What follows belongs to an exercise in optimizing a design on an open flow for small area, a short achievable clock period and few clock cycles per item; a production flow would make more cautious choices.
RTL that was checked went through simulation tests only; none was proved equivalent to the original.
No activity file was given, so power comes from the tool's default toggle rates.

==> inputs of v34 <==
## time_ordered_event_queue
module time_ordered_event_queue
#(
   parameter int DEPTH = 16
) (
   input  wire logic                  clock,
   input  wire logic                  reset,
   input  wire logic                  req_valid,
   output logic                       req_stall,
   input  wire logic                  req_operation,
   input  wire logic [toeq_pkg::TimeWidth-1:0]  req_event_key_time,
   input  wire logic                  req_event_kind,
   input  wire logic [toeq_pkg::IdentWidth-1:0] req_event_ident,
   output logic                       rsp_valid,
   input  wire logic                  rsp_stall,
   output logic                       rsp_head_valid,
   output logic [toeq_pkg::TimeWidth-1:0]       rsp_head_time,
   output logic                       rsp_head_kind,
   output logic [toeq_pkg::IdentWidth-1:0]      rsp_head_ident,
   output logic [toeq_pkg::FillWidth-1:0]       rsp_fill_count,
   output logic [1:0]                 rsp_status
);
export LEC_CHECK = 0
export CAP_MARGIN = 20
export CORE_MARGIN = 2
export CORE_UTILIZATION = 40
export SLEW_MARGIN = 20
create_clock -name core_clock -period 4.5 [get_ports {clock}]
run.sh (not shown) runs the stock make flow with config.mk's settings and CLKGATE_MAP_FILE= SYNTH_SCRIPT=/design/flow/synth_recipe.tcl, a recipe that flattens the netlist after the stock synthesis.
==> inputs of v26, as changes to v34 <==
--- a/flow/design.v
+++ b/flow/design.v
@@ -54,39 +54,46 @@
    output logic [toeq_pkg::FillWidth-1:0]       rsp_fill_count,
    output logic [1:0]                 rsp_status
 );
    localparam int EW = toeq_pkg::EntryWidth;
    localparam int TW = toeq_pkg::TimeWidth;
    localparam int CountWidth = $clog2(DEPTH + 1);
    logic                  r0_valid;
-   logic                  r0_op;
+   logic                  r0_ins;      
+   logic                  r0_rem;      
+   toeq_pkg::status_type  r0_status;
    logic [DEPTH-1:0]      r0_slot;     
    logic [DEPTH-1:0]      r0_lt;       
    logic [DEPTH-1:0][EW-1:0]        slot;
    logic [DEPTH-1:0]                slot_valid;
    logic [DEPTH-1:0][DEPTH-1:0]     ahead_ff;  
    logic [DEPTH-1:0][DEPTH-1:0]     ahead;     
    logic [DEPTH-1:0]                head_oh;
    logic [CountWidth-1:0]           count_ff;
+   logic                            empty_ff, one_ff, fifteen_ff;
+   logic [DEPTH-1:0]                next_slot;  
    logic                  s2_valid;
    toeq_pkg::status_type  s2_status;
    logic                  rsp_valid_ff;
    logic                  rsp_head_valid_ff;
    logic [EW-1:0]         rsp_head_ff;
    logic [CountWidth-1:0] rsp_count_ff;
    toeq_pkg::status_type  rsp_status_ff;
    logic                  sk_valid;
    logic                  sk_head_valid;
    logic [EW-1:0]         sk_head;
    logic [CountWidth-1:0] sk_count;
    toeq_pkg::status_type  sk_status;
-   logic                  rsp_take, s2_move, s2_to_rsp, rsp_load, sk_load, exec, accept, accept_ins;
-   logic                  is_full, is_empty, ins_ok, rem_ok;
-   toeq_pkg::status_type  status;
-   logic [DEPTH-1:0]      avail, free_oh, write_oh, behind, second_oh, rest;
+   logic                  req_stall_ff, blocked_ff;
+   logic                  rsp_take, s2_move, s2_to_rsp, rsp_load, sk_load, exec, r0_load, accept;
+   logic                  r0_valid_in, s2_valid_in, rsp_valid_in, sk_valid_in;
+   logic                  is_full, ins_ok, rem_ok, full_in, empty_in;
+   logic                  r0_ins_in, r0_rem_in;
+   logic [DEPTH-1:0]      r0_slot_in, slot_valid_in, head_oh_in;
+   logic [DEPTH-1:0]      avail, avail_low, behind, second_oh, rest;
    logic                  new_is_head;
    logic [CountWidth-1:0] count_in;
    logic [DEPTH-1:0]      cmp;
    logic [EW-1:0]         head_data;
    function automatic logic time_lt(input logic [TW-1:0] a, input logic [TW-1:0] b);
       logic [TW-1:0] g, p;
       g = ~a & b;
@@ -95,54 +102,37 @@
          for (int k = 0; k + w < TW; k = k + 2 * w) begin
             g[k] = g[k+w] | (p[k+w] & g[k]);
             p[k] = p[k+w] & p[k];
          end
       end
       time_lt = g[0];
    endfunction
-   logic                  req_stall_ff, r0_valid_in, s2_valid_in, rsp_valid_in, sk_valid_in;
    assign rsp_take  = rsp_valid_ff && !rsp_stall;
    assign s2_move   = s2_valid && (!sk_valid || rsp_take);
    assign s2_to_rsp = !sk_valid && (!rsp_valid_ff || rsp_take);
    assign rsp_load  = (!rsp_valid_ff || rsp_take) && (sk_valid || s2_valid);
    assign sk_load   = s2_move && !s2_to_rsp;
-   assign exec      = r0_valid && (!s2_valid || !sk_valid);
+   assign exec      = r0_valid && !blocked_ff;
+   assign r0_load   = !r0_valid || exec;
    assign accept    = req_valid && !req_stall_ff;
    assign req_stall = req_stall_ff;
    assign r0_valid_in  = accept || (r0_valid && !exec);
    assign s2_valid_in  = exec || (s2_valid && !s2_move);
    assign rsp_valid_in = rsp_load || (rsp_valid_ff && !rsp_take);
    assign sk_valid_in  = sk_load || (sk_valid && !rsp_take);
-   assign is_full  = count_ff[CountWidth-1];
-   assign is_empty = (count_ff == '0);
-   assign ins_ok   = exec && (r0_op == toeq_pkg::OP_INSERT) && !is_full;
-   assign rem_ok   = exec && (r0_op == toeq_pkg::OP_REMOVE) && !is_empty;
+   assign is_full = count_ff[CountWidth-1];
+   assign ins_ok  = exec && r0_ins;
+   assign rem_ok  = exec && r0_rem;
    always_comb begin
-      status = toeq_pkg::ST_OK;
-      if (r0_op == toeq_pkg::OP_INSERT) begin
-         if (is_full) status = toeq_pkg::ST_FULL;
-      end else begin
-         if (is_empty) status = toeq_pkg::ST_EMPTY;
-      end
       count_in = count_ff;
       if (ins_ok) count_in = count_ff + 1'b1;
       if (rem_ok) count_in = count_ff - 1'b1;
    end
-   assign avail = (~slot_valid & ~(r0_valid && r0_op == toeq_pkg::OP_INSERT ? r0_slot : '0))
-                | ((r0_valid && r0_op == toeq_pkg::OP_REMOVE && !is_empty) ? head_oh : '0);
-   always_comb begin
-      logic seen;
-      seen = 1'b0;
-      for (int j = 0; j < DEPTH; j++) begin
-         free_oh[j] = avail[j] && !seen;
-         seen       = seen || avail[j];
-      end
-   end
-   assign accept_ins = accept && (req_operation == toeq_pkg::OP_INSERT);
-   assign write_oh   = accept_ins ? free_oh : '0;
+   assign full_in  = is_full ? !rem_ok : (fifteen_ff && ins_ok);
+   assign empty_in = empty_ff ? !ins_ok : (one_ff && rem_ok);
    assign behind      = slot_valid & ~r0_lt;
    assign new_is_head = (behind == '0);
    assign rest = slot_valid & ~head_oh;
    for (genvar j = 0; j < DEPTH; j++) begin : g_order
       for (genvar k = 0; k < DEPTH; k++) begin : g_pair
          if (j < k) begin : g_upper
             assign ahead[j][k] = ahead_ff[j][k];
@@ -162,85 +152,117 @@
       always_comb begin
          second_oh[j] = rest[j];
          for (int k = 0; k < DEPTH; k++) begin
             if (rest[k] && ahead[k][j]) second_oh[j] = 1'b0;
          end
       end
    end
+   always_comb begin
+      slot_valid_in = slot_valid;
+      head_oh_in    = head_oh;
+      if (ins_ok) begin
+         slot_valid_in = slot_valid | r0_slot;
+         if (new_is_head) head_oh_in = r0_slot;
+      end
+      if (rem_ok) begin
+         slot_valid_in = slot_valid & ~head_oh;
+         head_oh_in    = second_oh;
+      end
+      if (reset) begin
+         slot_valid_in = '0;
+         head_oh_in    = '0;
+      end
+   end
+   assign r0_slot_in = r0_load ? next_slot : r0_slot;
+   assign r0_ins_in  = r0_load ? (accept && req_operation == toeq_pkg::OP_INSERT && !full_in) : r0_ins;
+   assign r0_rem_in  = r0_load ? (accept && req_operation == toeq_pkg::OP_REMOVE && !empty_in) : r0_rem;
+   assign avail = ~slot_valid_in & ~(r0_ins_in ? r0_slot_in : '0);
+   for (genvar j = 0; j < DEPTH; j++) begin : g_free
+      if (j == 0) begin : g_first
+         assign avail_low[j] = avail[j];
+      end else begin : g_rest
+         assign avail_low[j] = avail[j] && !(|avail[j-1:0]);
+      end
+   end
    for (genvar j = 0; j < DEPTH; j++) begin : g_slot
       toeq_cell u_cell (
          .clock     (clock),
-         .write     (write_oh[j]),
+         .write     (r0_load && next_slot[j]),
          .new_entry ({req_event_key_time, req_event_kind, req_event_ident}),
          .entry     (slot[j])
       );
-      always_ff @(posedge clock) begin
-         if (reset) begin
-            slot_valid[j] <= 1'b0;
-         end else if (ins_ok && r0_slot[j]) begin
-            slot_valid[j] <= 1'b1;
-         end else if (rem_ok && head_oh[j]) begin
-            slot_valid[j] <= 1'b0;
-         end
-      end
       assign cmp[j] = time_lt(req_event_key_time, slot[j][EW-1 -: TW]);
-   end
-   always_ff @(posedge clock) begin
-      if (reset) begin
-         head_oh <= '0;
-      end else if (ins_ok && new_is_head) begin
-         head_oh <= r0_slot;
-      end else if (rem_ok) begin
-         head_oh <= second_oh;
-      end
    end
    always_comb begin
       head_data = '0;
       for (int j = 0; j < DEPTH; j++) head_data = head_data | ({EW{head_oh[j]}} & slot[j]);
    end
    always_ff @(posedge clock) begin
+      slot_valid <= slot_valid_in;
+      head_oh    <= head_oh_in;
+      if (reset) begin
+         next_slot <= DEPTH'(1);
+      end else begin
+         next_slot <= (|avail) ? avail_low : (r0_rem_in ? head_oh_in : '0);
+      end
+   end
+   always_ff @(posedge clock) begin
       if (reset) begin
          r0_valid     <= 1'b0;
          count_ff     <= '0;
+         empty_ff     <= 1'b1;
+         one_ff       <= 1'b0;
+         fifteen_ff   <= 1'b0;
          s2_valid     <= 1'b0;
          rsp_valid_ff <= 1'b0;
          sk_valid     <= 1'b0;
+         blocked_ff   <= 1'b0;
          req_stall_ff <= 1'b0;
       end else begin
          r0_valid     <= r0_valid_in;
          count_ff     <= count_in;
+         empty_ff     <= empty_in;
+         one_ff       <= (count_in == CountWidth'(1));
+         fifteen_ff   <= (count_in == CountWidth'(DEPTH - 1));
          s2_valid     <= s2_valid_in;
          rsp_valid_ff <= rsp_valid_in;
          sk_valid     <= sk_valid_in;
+         blocked_ff   <= s2_valid_in && sk_valid_in;
          req_stall_ff <= r0_valid_in && s2_valid_in && rsp_valid_in && sk_valid_in;
       end
    end
    always_ff @(posedge clock) begin
-      if (!r0_valid || exec) begin
-         r0_op   <= req_operation;
-         r0_slot <= free_oh;
+      if (r0_load) begin
+         r0_ins  <= r0_ins_in;
+         r0_rem  <= r0_rem_in;
+         r0_slot <= next_slot;
          r0_lt   <= cmp;
+         if (req_operation == toeq_pkg::OP_INSERT) begin
+            r0_status <= full_in ? toeq_pkg::ST_FULL : toeq_pkg::ST_OK;
+         end else begin
+            r0_status <= empty_in ? toeq_pkg::ST_EMPTY : toeq_pkg::ST_OK;
+         end
       end
       if (exec) begin
-         s2_status <= status;
+         s2_status <= r0_status;
       end
       if (sk_load) begin
-         sk_head_valid <= (count_ff != '0);
+         sk_head_valid <= !empty_ff;
          sk_head       <= head_data;
          sk_count      <= count_ff;
          sk_status     <= s2_status;
       end
       if (rsp_load) begin
          if (sk_valid) begin
             rsp_head_valid_ff <= sk_head_valid;
             rsp_head_ff       <= sk_head;
             rsp_count_ff      <= sk_count;
             rsp_status_ff     <= sk_status;
          end else begin
-            rsp_head_valid_ff <= (count_ff != '0);
+            rsp_head_valid_ff <= !empty_ff;
             rsp_head_ff       <= head_data;
             rsp_count_ff      <= count_ff;
             rsp_status_ff     <= s2_status;
          end
       end
    end
    assign rsp_valid      = rsp_valid_ff;
==> flow/flow/run.sh (new file) <==
#!/bin/bash
# Standard layout, except that the port buffers are sky130_fd_sc_hd__buf_4 cells
# (resizable like any buffer) instead of the flow's default pick.
set -euo pipefail
export BUFFER_PORTS_ARGS="-buffer_cell sky130_fd_sc_hd__buf_4"
bash standard.sh > standard.log 2>&1
==> flow/standard.sh (new file) <==
#!/bin/bash
# synth_recipe.tcl (not shown) runs the flow's synth.tcl, then flattens the netlist and writes it again
# the make line also repeats each setting of config.mk as NAME=value (left out here)
make -C /OpenROAD-flow-scripts/flow DESIGN_CONFIG=/design/flow/config.mk WORK_HOME=/design/flow/orfs CLKGATE_MAP_FILE= SYNTH_SCRIPT=/design/flow/synth_recipe.tcl "${@:-finish}"
==> flow/config.mk (replaced) <==
export PLATFORM = sky130hd
export DESIGN_NAME = time_ordered_event_queue
export DESIGN_NICKNAME = time_ordered_event_queue
export VERILOG_FILES = /design/flow/design.v
export SDC_FILE = /design/flow/constraint.sdc
export NUM_CORES = 4
export LEC_CHECK = 0
export ABC_AREA = 1
export CAP_MARGIN = 20
export CORE_MARGIN = 2
export CORE_UTILIZATION = 40
export SETUP_SLACK_MARGIN = 1.8
export SLEW_MARGIN = 20
removed: flow/run.sh
==> inputs of v16, as changes to v34 <==
--- a/flow/design.v
+++ b/flow/design.v
@@ -75,18 +75,18 @@
    logic [CountWidth-1:0] rsp_count_ff;
    toeq_pkg::status_type  rsp_status_ff;
    logic                  sk_valid;
    logic                  sk_head_valid;
    logic [EW-1:0]         sk_head;
    logic [CountWidth-1:0] sk_count;
    toeq_pkg::status_type  sk_status;
-   logic                  rsp_take, s2_move, s2_to_rsp, rsp_load, sk_load, exec, accept, accept_ins;
-   logic                  is_full, is_empty, ins_ok, rem_ok;
+   logic                  rsp_take, s2_move, s2_to_rsp, rsp_load, sk_load, exec, accept;
+   logic                  is_full, is_empty, empty_ff, ins_ok, rem_ok;
    toeq_pkg::status_type  status;
-   logic [DEPTH-1:0]      avail, free_oh, write_oh, behind, second_oh, rest;
+   logic [DEPTH-1:0]      avail, avail_low, free_oh, write_oh, behind, second_oh, rest;
    logic                  new_is_head;
    logic [CountWidth-1:0] count_in;
    logic [DEPTH-1:0]      cmp;
    logic [EW-1:0]         head_data;
    function automatic logic time_lt(input logic [TW-1:0] a, input logic [TW-1:0] b);
       logic [TW-1:0] g, p;
       g = ~a & b;
@@ -109,40 +109,38 @@
    assign accept    = req_valid && !req_stall_ff;
    assign req_stall = req_stall_ff;
    assign r0_valid_in  = accept || (r0_valid && !exec);
    assign s2_valid_in  = exec || (s2_valid && !s2_move);
    assign rsp_valid_in = rsp_load || (rsp_valid_ff && !rsp_take);
    assign sk_valid_in  = sk_load || (sk_valid && !rsp_take);
    assign is_full  = count_ff[CountWidth-1];
-   assign is_empty = (count_ff == '0);
+   assign is_empty = empty_ff;
    assign ins_ok   = exec && (r0_op == toeq_pkg::OP_INSERT) && !is_full;
    assign rem_ok   = exec && (r0_op == toeq_pkg::OP_REMOVE) && !is_empty;
    always_comb begin
       status = toeq_pkg::ST_OK;
       if (r0_op == toeq_pkg::OP_INSERT) begin
          if (is_full) status = toeq_pkg::ST_FULL;
       end else begin
          if (is_empty) status = toeq_pkg::ST_EMPTY;
       end
       count_in = count_ff;
       if (ins_ok) count_in = count_ff + 1'b1;
       if (rem_ok) count_in = count_ff - 1'b1;
    end
-   assign avail = (~slot_valid & ~(r0_valid && r0_op == toeq_pkg::OP_INSERT ? r0_slot : '0))
-                | ((r0_valid && r0_op == toeq_pkg::OP_REMOVE && !is_empty) ? head_oh : '0);
-   always_comb begin
-      logic seen;
-      seen = 1'b0;
-      for (int j = 0; j < DEPTH; j++) begin
-         free_oh[j] = avail[j] && !seen;
-         seen       = seen || avail[j];
-      end
-   end
-   assign accept_ins = accept && (req_operation == toeq_pkg::OP_INSERT);
-   assign write_oh   = accept_ins ? free_oh : '0;
+   assign avail = ~slot_valid & ~(r0_valid && r0_op == toeq_pkg::OP_INSERT ? r0_slot : '0);
+   for (genvar j = 0; j < DEPTH; j++) begin : g_free
+      if (j == 0) begin : g_first
+         assign avail_low[j] = avail[j];
+      end else begin : g_rest
+         assign avail_low[j] = avail[j] && !(|avail[j-1:0]);
+      end
+   end
+   assign free_oh  = (|avail) ? avail_low : (rem_ok ? head_oh : '0);
+   assign write_oh = free_oh;
    assign behind      = slot_valid & ~r0_lt;
    assign new_is_head = (behind == '0);
    assign rest = slot_valid & ~head_oh;
    for (genvar j = 0; j < DEPTH; j++) begin : g_order
       for (genvar k = 0; k < DEPTH; k++) begin : g_pair
          if (j < k) begin : g_upper
             assign ahead[j][k] = ahead_ff[j][k];
@@ -197,21 +195,23 @@
       head_data = '0;
       for (int j = 0; j < DEPTH; j++) head_data = head_data | ({EW{head_oh[j]}} & slot[j]);
    end
    always_ff @(posedge clock) begin
       if (reset) begin
          r0_valid     <= 1'b0;
          count_ff     <= '0;
+         empty_ff     <= 1'b1;
          s2_valid     <= 1'b0;
          rsp_valid_ff <= 1'b0;
          sk_valid     <= 1'b0;
          req_stall_ff <= 1'b0;
       end else begin
          r0_valid     <= r0_valid_in;
          count_ff     <= count_in;
+         empty_ff     <= (count_in == '0);
          s2_valid     <= s2_valid_in;
          rsp_valid_ff <= rsp_valid_in;
          sk_valid     <= sk_valid_in;
          req_stall_ff <= r0_valid_in && s2_valid_in && rsp_valid_in && sk_valid_in;
       end
    end
    always_ff @(posedge clock) begin
@@ -220,27 +220,27 @@
          r0_slot <= free_oh;
          r0_lt   <= cmp;
       end
       if (exec) begin
          s2_status <= status;
       end
       if (sk_load) begin
-         sk_head_valid <= (count_ff != '0);
+         sk_head_valid <= !empty_ff;
          sk_head       <= head_data;
          sk_count      <= count_ff;
          sk_status     <= s2_status;
       end
       if (rsp_load) begin
          if (sk_valid) begin
             rsp_head_valid_ff <= sk_head_valid;
             rsp_head_ff       <= sk_head;
             rsp_count_ff      <= sk_count;
             rsp_status_ff     <= sk_status;
          end else begin
-            rsp_head_valid_ff <= (count_ff != '0);
+            rsp_head_valid_ff <= !empty_ff;
             rsp_head_ff       <= head_data;
             rsp_count_ff      <= count_ff;
             rsp_status_ff     <= s2_status;
          end
       end
    end
    assign rsp_valid      = rsp_valid_ff;
==> flow/flow/run.sh (new file) <==
#!/bin/bash
# Standard layout, except that the port buffers are sky130_fd_sc_hd__buf_4 cells
# (resizable like any buffer) instead of the flow's default pick.
set -euo pipefail
export BUFFER_PORTS_ARGS="-buffer_cell sky130_fd_sc_hd__buf_4"
bash standard.sh > standard.log 2>&1
==> flow/standard.sh (new file) <==
#!/bin/bash
# synth_recipe.tcl (not shown) runs the flow's synth.tcl, then flattens the netlist and writes it again
# the make line also repeats each setting of config.mk as NAME=value (left out here)
make -C /OpenROAD-flow-scripts/flow DESIGN_CONFIG=/design/flow/config.mk WORK_HOME=/design/flow/orfs CLKGATE_MAP_FILE= SYNTH_SCRIPT=/design/flow/synth_recipe.tcl "${@:-finish}"
--- a/flow/config.mk
+++ b/flow/config.mk
@@ -4,8 +4,9 @@
 export VERILOG_FILES = /design/flow/design.v
 export SDC_FILE = /design/flow/constraint.sdc
 export NUM_CORES = 4
 export LEC_CHECK = 0
 export CAP_MARGIN = 20
 export CORE_MARGIN = 2
 export CORE_UTILIZATION = 40
+export SETUP_SLACK_MARGIN = 1.8
 export SLEW_MARGIN = 20
removed: flow/run.sh
==> comparison <==
- In clock power, v34 and v26 hardly differ.
- The highest via count belongs to v26, the lowest to v34.
- The highest die area belongs to v26, the lowest to v34.
- Global-route usage, highest first: v16, v34, v26.
- Sequential cell count, highest first: v26, v16, v34.
- Wire length, highest first: v16, v34, v26.
- In v34 the non-clock buffer count is lower than in v16, by 160.
- The highest first-iteration DRC count belongs to v16, the lowest to v26.
==> figures <==
	v34	v26	v16
Result of the run	no timing/DRC/antenna violations	no timing/DRC/antenna violations	no timing/DRC/antenna violations
DRT Wirelength	187.9 mm	187.8 mm	212.7 mm
Worst hold endpoint	sk_status[0]	s2_status[1]	r0_op
Multi-input combinational area share	26.94%	26.74%	25.86%
Cell Int Power	0.01750 W	0.01758 W	0.01780 W
Sequential cell power	0.0113 W	0.0116 W	0.0115 W
Max VDD drop	0.3371 mV	0.3367 mV	0.3438 mV
Fraction of area in clock buffers and inverters	7.012%	6.776%	6.644%
Count of unique library cells instantiated by Yosys	73	56	75
Post-detailed-placement half-perimeter wirelength	120.6 mm	118.7 mm	125.2 mm
Max-slew headroom at the worst pin	28.77%	21.92%	23.79%
Worst path arrival time	4470 ps	3180 ps	3730 ps
Routed met3 length	19.61 mm	17.57 mm	28.28 mm
Share of synthesized cell area in full adder, half adder and majority cells	1.650%	0.04898%	1.339%
Switching power as a share of total power	22.86%	23.00%	23.45%
Synthesized net count	3926	4983	3943
Total number of cells along the worst setup path	9	12	11
Cell at the slowest stage of the critical path	sky130_fd_sc_hd__or4_1	sky130_fd_sc_hd__a21oi_2	sky130_fd_sc_hd__edfxtp_1
Testbench counts of v16, summed over its fixed seeds: cycles 16,024, requests 16,000.
No functional check of the RTL was part of v34 and v26.

-- afterwards: timing with drivers on the ports --
Ports are ideal in the flow. The routed layouts listed here were re-timed in OpenROAD.
Step 1 assumes that a clkbuf_16 drives the clock port and a buf_2 every other input.
Step 2, shift: input delay + t, output delay - t, t = (earliest + latest rising clock arrival at the registers) / 2. This alone moves slack from input paths to output paths.
Three values: no drivers, after step 1, after step 2; two values: the first two.
run | t (ns) | setup slack, ns | worst data-port slew with drivers (ns)
v34 | 0.825 | 0.446 / 0.446 / 0.177 | 0.13
v26 | 0.828 | 1.791 / 1.797 / 0.969 | 0.14
v16 | 0.833 | 1.219 / 1.219 / 0.968 | 0.10
After both steps setup and hold are still met in every run listed. For v26, which loses most, drivers alone change the setup slack by +0.006 ns; drivers and shift together by -0.822 ns.
